From an optimization exercise on the open Yosys and OpenROAD flow, aimed at small area, a short achievable clock period and few clock cycles; shortcuts taken in it are not production practice. At most, simulation tests tie the RTL to the original design; equivalence was not proved. No activity file was given, so power comes from the tool's default toggle rates.

the reference run:
==> flow/design.v <==
package wb_pkg;
    typedef struct packed {
        logic                    cyc;
        logic                    stb;
        logic                    we;
        logic [32-1:0] adr;
        logic [32-1:0] dat;
    } wb_m2s_t;
    typedef struct packed {
        logic                    ack;
        logic [32-1:0] dat;
    } wb_s2m_t;
    typedef struct packed {
        logic                    valid;
        logic                    write;
        logic [32-1:0] addr;
        logic [32-1:0] data;
    } mem_req_t;
    typedef struct packed {
        logic                    done;
        logic [32-1:0] data;
    } mem_rsp_t;
endpackage
package sssp_pkg;
    typedef struct packed {
        logic [32-1:0]                next_addr;
        logic [32-1:0]                vertex_addr;
        logic [32-1:0]                vertex_count;
        logic [32-1:0]                edge_addr;
        logic [32-1:0]                edge_count;
        logic [32-1:0]                update_addr;
        logic [32-1:0]                status_addr;
        logic [32-16-1:0] rsvd;
        logic [16-1:0]               level;
    } desc_t;
    typedef struct packed {
        logic [7:0]               rsvd_hi;
        logic [8-1:0] src;
        logic [7:0]               rsvd_lo;
        logic [8-1:0] dst;
    } edge_t;
    typedef struct packed {
        logic [16-1:0]                              level;
        logic [32-16-8-1:0] rsvd;
        logic [8-1:0]                              dst;
    } update_t;
    typedef struct packed {
        logic done;
        logic busy;
    } csr_status_t;
    typedef enum logic [2:0] {
        ST_IDLE,
        ST_READ_DESC,
        ST_CONFIG,
        ST_READ_VERTEX,
        ST_PROCESS_EDGE,
        ST_WRITE_STATUS,
        ST_FINISH
    } seq_state_t;
endpackage
`timescale 1ns/1ns
module sssp_accel (
    input  logic        clk,
    input  logic        reset,
    input  logic        csr_cyc,
    input  logic        csr_stb,
    input  logic        csr_we,
    input  logic [31:0] csr_adr,
    input  logic [31:0] csr_dat_w,
    output logic        csr_ack,
    output logic [31:0] csr_dat_r,
    output logic        mem_cyc,
    output logic        mem_stb,
    output logic        mem_we,
    output logic [31:0] mem_adr,
    output logic [31:0] mem_dat_w,
    input  logic        mem_ack,
    input  logic [31:0] mem_dat_r
);
    localparam int IDLE = 0;
    localparam int SV   = 1;     
    localparam int SE   = 2;     
    localparam int SEC  = 3;     
    localparam int SU   = 4;     
    localparam int SL   = 5;     
    localparam int SED  = 6;     
    localparam int SVS  = 7;     
    localparam int SVD  = 8;     
    localparam int SW   = 9;     
    localparam int SUR  = 10;    
    localparam int SS   = 11;    
    localparam int SSW  = 12;    
    localparam int SN   = 13;    
    localparam int NST  = 14;
    logic        ack, busy, done, sel_ctrl, sel_total, kick;
    logic        access, accept;
    logic [NST-1:0] st, nst;
    logic        ack_q, fl, ez, trig;
    logic [31:0] adr, d, v, e, u, total;
    logic [15:0] ec, lp1;
    logic [7:0]  hi, lo;         
    logic [2:0]  doff;
    logic [3:0]  dlo;
    logic [28:0] dhi1;
    logic [31:0] dsum;
    logic [7:0]  vlo;
    logic        vc8;
    logic [23:0] vhi1;
    logic [31:0] vsum;
    logic        to_d, to_v, to_e, to_u;
    assign access = csr_cyc && csr_stb && !ack;
    assign accept = access && csr_we && (csr_adr == 32'd0) && !busy;
    assign csr_ack   = ack;
    assign csr_dat_r = {total[31:2] & {30{sel_total}},
                        sel_total ? total[1:0] : {sel_ctrl & done, sel_ctrl & busy}};
    always_ff @(posedge clk) begin
        if (reset) begin
            ack  <= 1'b0;
            kick <= 1'b0;
        end else begin
            ack  <= access;
            kick <= accept;
        end
        sel_ctrl  <= (csr_adr == 32'd0);
        sel_total <= (csr_adr == 32'd1);
    end
    assign mem_cyc   = !(st[IDLE] || ack_q);
    assign mem_stb   = mem_cyc;
    assign mem_we    = st[SW] || st[SSW];
    assign mem_adr   = adr;
    assign mem_dat_w = {lp1, hi, lo};
    function automatic logic carry8(input logic [7:0] a, input logic [7:0] b);
        logic [7:0] g, p;
        g = a & b;
        p = a | b;
        for (int s = 1; s < 8; s = s * 2) begin
            for (int i = 7; i >= s; i--) begin
                g[i] = g[i] | (p[i] & g[i-s]);
                p[i] = p[i] & p[i-s];
            end
        end
        carry8 = g[7];
    endfunction
    always_comb begin
        doff = 3'd0;
        if (st[IDLE] || st[SN]) doff = 3'd1;
        if (st[SV])             doff = 3'd3;
        if (st[SE])             doff = 3'd4;
        if (st[SEC])            doff = 3'd5;
        if (st[SU])             doff = 3'd7;
        if (st[SL] || st[SVS] || st[SVD] || st[SW]) doff = 3'd5;
        if (st[SUR])            doff = 3'd6;
    end
    assign dlo  = {1'b0, d[2:0]} + {1'b0, doff};
    assign dhi1 = d[31:3] + 29'd1;
    assign dsum = {dlo[3] ? dhi1 : d[31:3], dlo[2:0]};
    assign vlo  = v[7:0] + lo;
    assign vc8  = carry8(v[7:0], lo);
    assign vhi1 = v[31:8] + 24'd1;
    assign vsum = {vc8 ? vhi1 : v[31:8], vlo};
    function automatic logic plus1_eq(input logic [15:0] a, input logic [15:0] b);
        plus1_eq = a[0] ^ b[0];
        for (int i = 1; i < 16; i++) begin
            plus1_eq = plus1_eq & ((a[i] ^ b[i]) == (a[i-1] & ~b[i-1]));
        end
    endfunction
    assign trig = ack_q || kick;
    always_comb begin
        nst  = '0;
        to_d = 1'b0;
        to_v = 1'b0;
        to_e = 1'b0;
        to_u = 1'b0;
        if (st[IDLE])           begin nst[SV]  = 1'b1; to_d = 1'b1; end
        if (st[SV])             begin nst[SE]  = 1'b1; to_d = 1'b1; end
        if (st[SE])             begin nst[SEC] = 1'b1; to_d = 1'b1; end
        if (st[SEC])            begin nst[SU]  = 1'b1; to_d = 1'b1; end
        if (st[SU])             begin nst[SL]  = 1'b1; to_d = 1'b1; end
        if (st[SED])            begin nst[SVS] = 1'b1; to_v = 1'b1; end
        if (st[SVS] && fl)      begin nst[SVD] = 1'b1; to_v = 1'b1; end
        if (st[SVD] && fl)      begin nst[SW]  = 1'b1; to_u = 1'b1; end
        if ((st[SL] || (st[SVS] && !fl) || (st[SVD] && !fl) || st[SW])) begin
            if (ez) begin nst[SUR] = 1'b1; to_d = 1'b1; end
            else    begin nst[SED] = 1'b1; to_e = 1'b1; end
        end
        if (st[SUR])            begin nst[SS]  = 1'b1; to_d = 1'b1; end
        if (st[SS])             begin nst[SSW] = 1'b1; to_u = 1'b1; end
        if (st[SSW])            begin nst[SN]  = 1'b1; to_d = 1'b1; end
        if (st[SN]) begin
            if (d == 32'd0) nst[IDLE] = 1'b1;
            else begin nst[SV] = 1'b1; to_d = 1'b1; end
        end
    end
    always_ff @(posedge clk) begin
        if (reset) begin
            st    <= NST'(1);
            ack_q <= 1'b0;
            busy  <= 1'b0;
            done  <= 1'b0;
            total <= 32'd0;
        end else begin
            ack_q <= mem_cyc && mem_ack;
            if (accept) begin
                busy <= 1'b1;
                done <= 1'b0;
            end
            if (kick) begin
                total <= 32'd0;
            end
            if (trig) begin
                st  <= nst;
                if (nst[IDLE]) begin
                    busy <= 1'b0;
                    done <= 1'b1;
                end
                if (st[SVD] && fl) begin
                    total <= total + 32'd1;
                end
            end
        end
    end
    always_ff @(posedge clk) begin
        if (trig) begin
            if (to_d) adr <= dsum;
            if (to_v) adr <= vsum;
            if (to_e) adr <= e;
            if (to_u) adr <= u;
            if (to_e) begin
                e  <= e + 32'd1;
                ec <= ec - 16'd1;
                ez <= (ec == 16'd1);
            end
            if (st[SVD] && fl) begin
                u <= u + 32'd1;
            end
            if (st[SL]) begin
                lp1 <= lp1 + 16'd1;
            end
            if (st[SED]) begin
                lo <= hi;
                hi <= 8'd0;
            end
            if (st[SUR]) begin
                {hi, lo} <= u[15:0] - v[15:0];
                lp1      <= 16'd0;
            end
        end
        if (!busy) begin
            d <= csr_dat_w;
        end
        if (!ack_q) begin
            if (st[SV])  v   <= mem_dat_r;
            if (st[SE])  e   <= mem_dat_r;
            if (st[SEC]) begin
                ec <= mem_dat_r[15:0];
                ez <= (mem_dat_r[15:0] == 16'd0);
            end
            if (st[SU])  u   <= mem_dat_r;
            if (st[SL])  lp1 <= mem_dat_r[15:0];
            if (st[SED]) begin
                lo <= mem_dat_r[23:16];
                hi <= mem_dat_r[7:0];
            end
            if (st[SVS]) fl  <= plus1_eq(mem_dat_r[15:0], lp1);
            if (st[SVD]) fl  <= (mem_dat_r[15:0] == 16'hffff);
            if (st[SUR]) v   <= mem_dat_r;
            if (st[SS])  u   <= mem_dat_r;
            if (st[SN])  d   <= mem_dat_r;
        end
    end
endmodule
Settings: LEC_CHECK=0, CAP_MARGIN=20, CELL_PAD_IN_SITES_DETAIL_PLACEMENT=0, CELL_PAD_IN_SITES_GLOBAL_PLACEMENT=1, CORE_MARGIN=2, CORE_UTILIZATION=45, SETUP_SLACK_MARGIN=5.0, SLEW_MARGIN=20; clock period 8.0 ns.
standard.sh (not shown) runs the stock make flow with config.mk's settings and CLKGATE_MAP_FILE= SYNTH_SCRIPT=/design/flow/synth_recipe.tcl, a recipe that flattens the netlist after the stock synthesis.
==> flow/flow/run.sh <==
#!/bin/bash
# The standard layout (standard.sh, which also runs the standard synthesis),
# made with two changes to how the layout is built:
#  - the port buffers that global placement inserts are sky130_fd_sc_hd__buf_1
#    (the default pick is a delay buffer, larger and slower);
#  - clock tree synthesis clusters up to 20 sinks within 80 um per leaf
#    buffer and inserts no dummy loads.
# make's full output goes to standard.log here; ORFS keeps each step's log
# under orfs/logs/.
set -euo pipefail
export BUFFER_PORTS_ARGS="-buffer_cell sky130_fd_sc_hd__buf_1"
export CTS_ARGS="-sink_clustering_enable -repair_clock_nets -dont_use_dummy_load -sink_clustering_size 20 -sink_clustering_max_diameter 80"
bash standard.sh > standard.log 2>&1
Having completed the whole flow, the reference run delivered a layout that passed the timing, design-rule and antenna checks.
Testbench counts of the reference run, summed over its fixed seeds: cycles 95,590.
For the trial run, these inputs were changed with respect to the reference run:
--- a/flow/design.v
+++ b/flow/design.v
@@ -95,6 +95,7 @@
     logic        ack, busy, done, sel_ctrl, sel_total, kick;
     logic        access, accept;
     logic [NST-1:0] st, nst;
+    logic [3:0]     state, nstate;
     logic        ack_q, fl, ez, trig;
     logic [31:0] adr, d, v, e, u, total;
     logic [15:0] ec, lp1;
@@ -165,6 +166,13 @@
         end
     endfunction
     assign trig = ack_q || kick;
+    assign st   = NST'(1) << state;
+    always_comb begin
+        nstate = 4'd0;
+        for (int i = 0; i < NST; i++) begin
+            if (nst[i]) nstate = nstate | 4'(i);
+        end
+    end
     always_comb begin
         nst  = '0;
         to_d = 1'b0;
@@ -193,7 +201,7 @@
     end
     always_ff @(posedge clk) begin
         if (reset) begin
-            st    <= NST'(1);
+            state <= 4'd0;
             ack_q <= 1'b0;
             busy  <= 1'b0;
             done  <= 1'b0;
@@ -208,7 +216,7 @@
                 total <= 32'd0;
             end
             if (trig) begin
-                st  <= nst;
+                state <= nstate;
                 if (nst[IDLE]) begin
                     busy <= 1'b0;
                     done <= 1'b1;
Results
Total power for the trial run is lower than for the reference run.
Compare the reference run and the trial run | power attributed to combinational cells higher: the reference run
Changes observed in the trial run relative to the reference run: starting density of the core rose 0.29 points, total length of routed wires saw a decrease.
Summary: with the reference run as the reference, total of flip-flops plus latches after synthesis in the trial run moved down by a few percent.
The final layout from the trial run, which completed every stage, passed the timing, design-rule and antenna checks at the end of the flow.
In the tables for the reference run and the trial run, cell total after placement reads higher with the reference run.
Delta (the trial run minus the reference run): share of total power in combinational logic went down by 2.0 points, number of max-cap violations stayed essentially flat, number of fillers in the final layout moved down, insertion delay to the later sink of the worst-skew pair now sits at about the same level.
In terms of area fraction in compound gates after synthesis, the reference run and the trial run differ only marginally.
Compared with the reference run, the trial run shows a higher summed area of non-filler cells in the final layout.
[diff] peak supply drop, the trial run relative to the reference run: regression
The RTL of the trial run was laid out without a check of its function.

separate check: timing with driven ports:
In the flow no input, the clock included, has a driving cell. The finished layouts below were timed again as built, in two steps. Step 1 sets driving cells, clkbuf_16 on the clock port and buf_2 on the other inputs (assumed; they add their load-dependent delay and slew). Step 2 adds t to the input delays and takes it off the output delays; t is the mean of the earliest and latest rising clock arrival at the registers after step 1. Input paths then give back, and output paths get back, about the clock's delay inside the block. Slacks: ideal / step 1 / step 2; pairs: ideal / step 1.
run | t (ns) | setup WS [ns] | worst register clock-pin slew, ns | worst data-port slew with drivers (ns) | cell pins on the clock port's net
the reference run | 0.564 | 5.062 / 5.003 / 4.555 | 0.09 / 0.09 | 0.05 | 1
the trial run | 0.563 | 4.831 / 4.831 / 4.626 | 0.09 / 0.09 | 0.04 | 1
After both steps setup and hold are still met in every run listed. For the reference run, which loses most, drivers alone change the setup slack by -0.059 ns; drivers and shift together by -0.507 ns.
